Source: an optimization exercise on an open RTL-to-GDS flow (aim: small area, a short achievable clock period and few clock cycles per item). Production flows keep margins and buffers that such runs may drop. In this exercise RTL edits were held to simulation tests only and were not proved equivalent to the original.

### flow/config.mk
export PLATFORM = sky130hd
export DESIGN_NAME = point_in_polygon_crossing_test
export DESIGN_NICKNAME = point_in_polygon_crossing_test
export VERILOG_FILES = /design/flow/design.v
export SDC_FILE = /design/flow/constraint.sdc
export NUM_CORES = 4
export LEC_CHECK = 0
export CAP_MARGIN = 20
export CORE_MARGIN = 2
export CORE_UTILIZATION = 40
export SLEW_MARGIN = 20
### flow/constraint.sdc
create_clock -name core_clock -period 10.0 [get_ports {i_clk}]
set_input_delay 2.0000 -clock core_clock [delete_from_list [all_inputs] [get_ports {i_clk}]]
set_output_delay 2.0000 -clock core_clock [all_outputs]
set_load 0.01 [all_outputs]
### flow/design.v
package pip_pkg;
    localparam int COORD_BITS_DEFAULT  = 16;
    localparam int QUEUE_DEPTH_DEFAULT = 4;
    typedef enum logic {
        CFG_QUERY_X = 1'b0,
        CFG_QUERY_Y = 1'b1
    } t_cfg_idx;
    typedef struct packed {
        logic first;     
        logic last;      
    } t_job_flags;
    localparam int JOB_FLAG_BITS = 2;
endpackage
module pip_front #(
    parameter int COORD_BITS = pip_pkg::COORD_BITS_DEFAULT
) (
    input  logic                        i_clk,
    input  logic                        i_rst_n,
    input  logic                        i_valid,
    output logic                        o_ready,
    input  logic [COORD_BITS-1:0]       i_vertex_x,
    input  logic [COORD_BITS-1:0]       i_vertex_y,
    input  logic                        i_last_vertex,
    output logic                        o_push,
    input  logic                        i_push_ready,
    output pip_pkg::t_job_flags         o_job_flags,
    output logic [6*COORD_BITS-1:0]     o_job_coords
);
    logic                  r_open;
    logic [COORD_BITS-1:0] r_first_x;
    logic [COORD_BITS-1:0] r_first_y;
    logic [COORD_BITS-1:0] r_prev_x;
    logic [COORD_BITS-1:0] r_prev_y;
    logic [COORD_BITS-1:0] n_first_x;
    logic [COORD_BITS-1:0] n_first_y;
    logic                  accept;
    assign o_ready = i_push_ready;
    assign o_push  = i_valid;
    assign accept  = i_valid && i_push_ready;
    assign n_first_x = r_open ? r_first_x : i_vertex_x;
    assign n_first_y = r_open ? r_first_y : i_vertex_y;
    assign o_job_flags.first = !r_open;
    assign o_job_flags.last  = i_last_vertex;
    assign o_job_coords = {i_vertex_x, i_vertex_y, r_prev_x, r_prev_y, n_first_x, n_first_y};
    always_ff @(posedge i_clk) begin
        if (!i_rst_n) begin
            r_open <= 1'b0;
        end else if (accept) begin
            r_open <= !i_last_vertex;
        end
    end
    always_ff @(posedge i_clk) begin
        if (accept) begin
            r_prev_x  <= i_vertex_x;
            r_prev_y  <= i_vertex_y;
            r_first_x <= n_first_x;
            r_first_y <= n_first_y;
        end
    end
endmodule
module pip_queue #(
    parameter int WIDTH = 8,
    parameter int DEPTH = pip_pkg::QUEUE_DEPTH_DEFAULT
) (
    input  logic             i_clk,
    input  logic             i_rst_n,
    input  logic             i_push,
    output logic             o_push_ready,
    input  logic [WIDTH-1:0] i_data,
    output logic             o_valid,
    input  logic             i_pop,
    output logic [WIDTH-1:0] o_data
);
    localparam int PTR_BITS = (DEPTH > 2) ? $clog2(DEPTH) : 1;
    localparam int CNT_BITS = $clog2(DEPTH + 1);
    logic [WIDTH-1:0]    r_mem [DEPTH];
    logic [PTR_BITS-1:0] r_wr_ptr;
    logic [PTR_BITS-1:0] r_rd_ptr;
    logic [CNT_BITS-1:0] r_count;
    logic                wr_en;
    logic                rd_en;
    assign o_push_ready = (r_count != CNT_BITS'(DEPTH));
    assign o_valid      = (r_count != '0);
    assign wr_en        = i_push && o_push_ready;
    assign rd_en        = i_pop && o_valid;
    assign o_data       = r_mem[r_rd_ptr];
    always_ff @(posedge i_clk) begin
        if (!i_rst_n) begin
            r_wr_ptr <= '0;
            r_rd_ptr <= '0;
            r_count  <= '0;
        end else begin
            if (wr_en) begin
                r_wr_ptr <= (r_wr_ptr == PTR_BITS'(DEPTH - 1)) ? '0 : r_wr_ptr + 1'b1;
            end
            if (rd_en) begin
                r_rd_ptr <= (r_rd_ptr == PTR_BITS'(DEPTH - 1)) ? '0 : r_rd_ptr + 1'b1;
            end
            if (wr_en && !rd_en) begin
                r_count <= r_count + 1'b1;
            end else if (rd_en && !wr_en) begin
                r_count <= r_count - 1'b1;
            end
        end
    end
    always_ff @(posedge i_clk) begin
        if (wr_en) begin
            r_mem[r_wr_ptr] <= i_data;
        end
    end
endmodule
module pip_back #(
    parameter int COORD_BITS = pip_pkg::COORD_BITS_DEFAULT
) (
    input  logic                        i_clk,
    input  logic                        i_rst_n,
    input  logic                        i_job_valid,
    output logic                        o_job_pop,
    input  pip_pkg::t_job_flags         i_job_flags,
    input  logic [6*COORD_BITS-1:0]     i_job_coords,
    input  logic [COORD_BITS-1:0]       i_query_x,
    input  logic [COORD_BITS-1:0]       i_query_y,
    output logic                        o_valid,
    input  logic                        i_ready,
    output logic                        o_inside_res
);
    localparam int C  = COORD_BITS;
    localparam int DW = C + 1;           
    localparam int PW = 2 * DW;          
    logic signed [C-1:0]  x1 [2];
    logic signed [C-1:0]  y1 [2];
    logic signed [C-1:0]  x2 [2];
    logic signed [C-1:0]  y2 [2];
    logic signed [C-1:0]  qx;
    logic signed [C-1:0]  qy;
    logic                 lane_en [2];
    logic                 adv;
    logic                 r_s1_v;
    pip_pkg::t_job_flags  r_s1_flags;
    logic signed [DW-1:0] r_s1_ayq [2];
    logic signed [DW-1:0] r_s1_dx  [2];
    logic signed [DW-1:0] r_s1_axq [2];
    logic signed [DW-1:0] r_s1_dy  [2];
    logic                 r_s1_str [2];
    logic                 r_s2_v;
    pip_pkg::t_job_flags  r_s2_flags;
    logic signed [PW-1:0] r_s2_l [2];
    logic signed [PW-1:0] r_s2_r [2];
    logic                 r_s2_str   [2];
    logic                 r_s2_dypos [2];
    logic                 toggle [2];
    logic                 r_parity;
    logic                 n_parity;
    logic                 r_out_valid;
    logic                 r_out;
    assign qx = i_query_x;
    assign qy = i_query_y;
    assign x2[0] = i_job_coords[6*C-1:5*C];
    assign y2[0] = i_job_coords[5*C-1:4*C];
    assign x1[0] = i_job_coords[4*C-1:3*C];
    assign y1[0] = i_job_coords[3*C-1:2*C];
    assign x1[1] = i_job_coords[6*C-1:5*C];
    assign y1[1] = i_job_coords[5*C-1:4*C];
    assign x2[1] = i_job_coords[2*C-1:C];
    assign y2[1] = i_job_coords[C-1:0];
    assign lane_en[0] = !i_job_flags.first;
    assign lane_en[1] = i_job_flags.last;
    assign adv       = !r_out_valid || i_ready;
    assign o_job_pop = adv;
    for (genvar g = 0; g < 2; g++) begin : g_lane
        always_ff @(posedge i_clk) begin
            if (adv) begin
                r_s1_ayq[g] <= DW'({qy[C-1], qy}) - DW'({y1[g][C-1], y1[g]});
                r_s1_dx[g]  <= DW'({x2[g][C-1], x2[g]}) - DW'({x1[g][C-1], x1[g]});
                r_s1_axq[g] <= DW'({qx[C-1], qx}) - DW'({x1[g][C-1], x1[g]});
                r_s1_dy[g]  <= DW'({y2[g][C-1], y2[g]}) - DW'({y1[g][C-1], y1[g]});
                r_s1_str[g] <= lane_en[g] && ((y1[g] > qy) != (y2[g] > qy));
                r_s2_l[g]     <= r_s1_ayq[g] * r_s1_dx[g];
                r_s2_r[g]     <= r_s1_axq[g] * r_s1_dy[g];
                r_s2_str[g]   <= r_s1_str[g];
                r_s2_dypos[g] <= (r_s1_dy[g] > 0);
            end
        end
        assign toggle[g] = r_s2_str[g] &&
                           (r_s2_dypos[g] ? (r_s2_l[g] > r_s2_r[g]) : (r_s2_r[g] > r_s2_l[g]));
    end
    assign n_parity = (r_s2_flags.first ? 1'b0 : r_parity) ^ toggle[0] ^ toggle[1];
    always_ff @(posedge i_clk) begin
        if (adv) begin
            r_s1_flags <= i_job_flags;
            r_s2_flags <= r_s1_flags;
            r_out      <= n_parity;
        end
    end
    always_ff @(posedge i_clk) begin
        if (!i_rst_n) begin
            r_s1_v      <= 1'b0;
            r_s2_v      <= 1'b0;
            r_parity    <= 1'b0;
            r_out_valid <= 1'b0;
        end else if (adv) begin
            r_s1_v      <= i_job_valid;
            r_s2_v      <= r_s1_v;
            r_out_valid <= r_s2_v && r_s2_flags.last;
            if (r_s2_v) begin
                r_parity <= n_parity;
            end
        end
    end
    assign o_valid      = r_out_valid;
    assign o_inside_res = r_out;
endmodule
module point_in_polygon_crossing_test #(
    parameter int COORD_BITS  = pip_pkg::COORD_BITS_DEFAULT,
    parameter int QUEUE_DEPTH = pip_pkg::QUEUE_DEPTH_DEFAULT
) (
    input  logic                  i_clk,
    input  logic                  i_rst_n,
    input  logic                  i_cfg_we,
    input  logic                  i_cfg_idx,
    input  logic [COORD_BITS-1:0] i_cfg_data,
    input  logic                  i_valid,
    output logic                  o_ready,
    input  logic [COORD_BITS-1:0] i_vertex_x,
    input  logic [COORD_BITS-1:0] i_vertex_y,
    input  logic                  i_last_vertex,
    output logic                  o_valid,
    input  logic                  i_ready,
    output logic                  o_inside_res
);
    localparam int JOB_BITS = 6 * COORD_BITS + pip_pkg::JOB_FLAG_BITS;
    logic [COORD_BITS-1:0] r_query_x;
    logic [COORD_BITS-1:0] r_query_y;
    logic                  f_push;
    logic                  q_push_ready;
    pip_pkg::t_job_flags   f_flags;
    logic [6*COORD_BITS-1:0] f_coords;
    logic                  q_valid;
    logic                  b_pop;
    logic [JOB_BITS-1:0]   q_data;
    pip_pkg::t_job_flags   q_flags;
    logic [6*COORD_BITS-1:0] q_coords;
    always_ff @(posedge i_clk) begin
        if (!i_rst_n) begin
            r_query_x <= '0;
            r_query_y <= '0;
        end else if (i_cfg_we) begin
            case (i_cfg_idx)
                pip_pkg::CFG_QUERY_X: r_query_x <= i_cfg_data;
                pip_pkg::CFG_QUERY_Y: r_query_y <= i_cfg_data;
                default: ;
            endcase
        end
    end
    pip_front #(
        .COORD_BITS   (COORD_BITS)
    ) u_front (
        .i_clk        (i_clk),
        .i_rst_n      (i_rst_n),
        .i_valid      (i_valid),
        .o_ready      (o_ready),
        .i_vertex_x   (i_vertex_x),
        .i_vertex_y   (i_vertex_y),
        .i_last_vertex(i_last_vertex),
        .o_push       (f_push),
        .i_push_ready (q_push_ready),
        .o_job_flags  (f_flags),
        .o_job_coords (f_coords)
    );
    pip_queue #(
        .WIDTH        (JOB_BITS),
        .DEPTH        (QUEUE_DEPTH)
    ) u_queue (
        .i_clk        (i_clk),
        .i_rst_n      (i_rst_n),
        .i_push       (f_push),
        .o_push_ready (q_push_ready),
        .i_data       ({f_flags, f_coords}),
        .o_valid      (q_valid),
        .i_pop        (b_pop),
        .o_data       (q_data)
    );
    assign q_flags  = q_data[JOB_BITS-1:6*COORD_BITS];
    assign q_coords = q_data[6*COORD_BITS-1:0];
    pip_back #(
        .COORD_BITS   (COORD_BITS)
    ) u_back (
        .i_clk        (i_clk),
        .i_rst_n      (i_rst_n),
        .i_job_valid  (q_valid),
        .o_job_pop    (b_pop),
        .i_job_flags  (q_flags),
        .i_job_coords (q_coords),
        .i_query_x    (r_query_x),
        .i_query_y    (r_query_y),
        .o_valid      (o_valid),
        .i_ready      (i_ready),
        .o_inside_res (o_inside_res)
    );
endmodule
### flow/run.sh
#!/bin/bash
# synth_recipe.tcl (not shown) runs the flow's synth.tcl, then flattens the netlist and writes it again
# the make line also repeats each setting of config.mk as NAME=value (left out here)
make -C /OpenROAD-flow-scripts/flow DESIGN_CONFIG=/design/flow/config.mk WORK_HOME=/design/flow/orfs CLKGATE_MAP_FILE= SYNTH_SCRIPT=/design/flow/synth_recipe.tcl finish
==> notes.md <==
CP max-delay cell=fa_1; post-synthesis cell area=just under 0.08 mm^2; Num Clock Sinks=around 800; Setup-failing EPs final=0; die area=roughly 0.2 mm^2; sequential area share after synthesis=0.2974; Max Clock Skew=just under 60 ps; worst-case clock buffer depth=3; gp weighted congestion=approximately 0.9; cell family with most CP delay=adder cells; Rows=approximately 160; CTS buffer count=86; Die X=444.8 um; Critical Path RT=roughly 10000 ps; async set-reset flop share out of synthesis=0; Post-Synthesis Cells=between 6000 and 7000; Syn Area/Cell=between 10 and 15 um^2; cells on worst reg2reg path=21; Synth Net Count=a little under 9000; most common cell after layout, fill and taps aside=inv_1; outcome=complete, no violations; Tightest Pin Transition=roughly 1100 ps; main flop type after synthesis=edfxtp_1; vias post-DR=48760; via/cell ratio=~5.1; Hold-fix buffers, CTS=0; RSZ-0062 raised after global routing=false; fraction of layout instances using a drive strength above 1=0.04391; port bufs=57; Hold WC Path Type=flip-flop to flip-flop; leading area contributor after synthesis=fa_1; WP depth=21; crit end category=flip-flop; met1 global-route usage=0.2767; Hold Path Stages=0; # IOs=58; met3 usage=0.01925; DP HPWL=between 100000 and 150000 um; antenna-violating nets left=0; max-cap violations=0; vias in the first global route=around 53000; WL/cell=19.77 um; Startpoint Class=flip-flop; WHS=435.6 ps; GRT Residual Overflow=0; GR Layer Usage met2=0.3225; post-CTS sizing=0; overall routed net length=around 190000 um; crit path buf inv count=3; GRT busiest layer=met2; Starting Density=0.4031; slowest stage delay, CP=slightly above 900 ps; area grow syn2layout=8.032%; First DRT Iteration DRCs=3173; Skew-Pair Late Insertion Delay=between 700 and 800 ps; dominant cells by area after synthesis=fa_1, edfxtp_1, ha_1; Crit Path Class=flip-flop to flip-flop; Max Clk Rate=between 100 and 150 MHz; first-pass GRT wire length=~300000 um; overall track demand over capacity in global routing=0.1959; max-slew violations=0; setup TNS=0 ps; period utilization=0.7172; synth warn=19; Final nets=roughly 8700; Tmin final=between 7000 and 8000 ps; number of flops mapped to enable cells by yosys=~740; Post-CTS Setup Bufs=0; final hold viol count=0; DR DRC count=0; Yosys cell types=between 70 and 80; R2R setup slack=between 2000 and 3000 ps; critical path cell sequence=nand2_1, inv_1, fa_1, fa_1, fa_1, fa_1, fa_1, inv_1, fa_1, inv_1, ha_1, nand2_1, or3_1, nor2_1, or3b_1, a31oi_1, o21ai_1, nand2b_1, a211o_1, a21oi_1, xnor2_1; Yosys top cell area share=0.3073; CTS root buf=clkbuf_16; TritonRoute pass-1 iters=5; die height=~440 um; Core ar.=about 0.19 mm^2; CP dominant cell by count=fa_1; initial antenna violation count=11; CTS H-tree depth=3; most frequent cells in the layout=inv_1, fa_1, edfxtp_1, nand2_1, and2_1; Slew headroom=0.2872; CP Max Fanout=17; fillers=about 18000; TritonCTS clock tree=built; Clock transition at path regs=around 70 ps; Worst EP arrival=around 7600 ps; largest net degree at the start of global routing=79; Yosys reg bits=~790
==> logic make-up after synthesis <==
family          after synthesis  share of synthesized area
simple gates               1829                     0.1174
fa+ha+maj                  1753                     0.3974
buf+inv                    1626                    0.07856
flops                       785                     0.2974
compound gates              579                    0.04865
xor+xnor                    238                    0.02682
mux                         135                    0.03370
==> per-layer routing <==
| metal | up-vias | routed length (um) |
|---|---|---|
| li1 | 22040 | - |
| met2 | 1259 | 89230 |
| met3 | 224 | 9179 |
| met5 | - | 23 |
| met4 | 4 | 4529 |
| met1 | 25240 | 85240 |
==> cell usage after synthesis, types with 11 or more instances <==
library cell	instances
or3_1	23
xor2_1	57
mux4_2	98
a21o_1	69
a21boi_1	11
dfxtp_1	46
and2_1	593
o21a_1	34
a41o_1	13
mux2_2	33
ha_1	560
nand2_1	689
fa_1	1193
nor3_1	46
edfxtp_1	739
nand4_1	32
xnor2_1	181
a21oi_1	166
a31oi_1	13
a211oi_1	26
clkbuf_1	183
and3_1	20
nand2b_1	61
nor2_1	207
nor2b_1	65
a21boi_0	39
o21ai_1	40
o211ai_1	12
o21ai_0	73
inv_1	1427
nand3_1	55
nor4_1	11
buf_1	13
==> sequential cells by signal, indices dropped and copies added (netlist names), 2 cells and up, named ones only <==
| name | cells |
|---|---|
| u_front.r_first_x | 16 |
| u_back.r_s1_dx | 34 |
| u_back.r_s1_ayq | 34 |
| u_queue.r_mem | 392 |
| u_queue.r_count | 3 |
| u_back.r_s1_flags | 2 |
| u_front.r_first_y | 16 |
| u_back.r_s2_l | 68 |
| u_back.r_s1_dy | 34 |
| u_front.r_prev_x | 16 |
| u_back.r_s2_r | 68 |
| u_front.r_prev_y | 16 |
| r_query_y | 16 |
| u_back.r_s2_flags | 2 |
| u_queue.r_wr_ptr | 2 |
| r_query_x | 16 |
| u_back.r_s2_str | 2 |
| u_back.r_s2_dypos | 2 |
| u_back.r_s1_axq | 34 |
| u_back.r_s1_str | 2 |
| u_queue.r_rd_ptr | 2 |
==> layout make-up <==
class / count / area [um^2] / area share
Multi-Input combinational cell: 4534 / 48530 / 0.5780
Sequential cell: 785 / 23120 / 0.2754
Inverter: 1428 / 5360 / 0.06384
Tap cell: 2526 / 3161 / 0.03764
Clock buffer: 110 / 2282 / 0.02718
Timing Repair Buffer: 84 / 773.2 / 0.009209
Clock inverter: 50 / 723.2 / 0.008613
Antenna cell: 3 / 7.507 / 0.00008941
==> through the flow <==
| stage | util | area, um^2 | std cells | setup WS [ps] |
|---|---|---|---|---|
| 5_1_grt | 0.4355 | 83960 | 9519 | 2443 |
| 2_1_floorplan | - | 77720 | 6945 | 2220 |
| 3_3_place_gp | 0.4199 | 80950 | 9357 | 2985 |
| 3_5_place_dp | 0.4199 | 80950 | 9357 | 2858 |
| 4_1_cts | 0.4355 | 83950 | 9517 | 2844 |
| 6_report | 0.4355 | 83960 | 9520 | 2828 |
==> final timing paths <==
kind | end | start
setup reg to reg | u_back.r_s2_l[0][33] | u_back.r_s1_dx[0][2]
hold reg to reg | u_back.r_s2_flags[0] | u_back.r_s1_flags[0]
hold / removal | u_back.r_s2_flags[0] | u_back.r_s1_flags[0]
setup / recovery | u_back.r_s2_l[0][33] | u_back.r_s1_dx[0][2]
Testbench counts, summed over its fixed seeds: cycles 14,581, vertices 14,293.

==> afterwards: timing with drivers on the ports <==
The results above use ideal ports. As a check the final layout listed here was re-extracted and re-timed, cells and wires unchanged.
Step 1: set_driving_cell puts a clkbuf_16 on i_clk and a buf_2 on each other input, an assumption about the parent block.
Step 2 times the ports against the registers' clock, not the clock port: input delays grow and output delays shrink by t, the midpoint of the rising clock arrivals with the driver on.
a / b / c = ideal / step 1 / step 2; a / b = the first two.
t (ns): 0.753
slack for setup (ns): 2.828 / 2.828 / 2.828
worst data-port slew with drivers (ns): 0.16
After both steps this run still meets setup and hold. For this run, drivers alone change the setup slack by 0.000 ns; drivers and shift together by 0.000 ns.
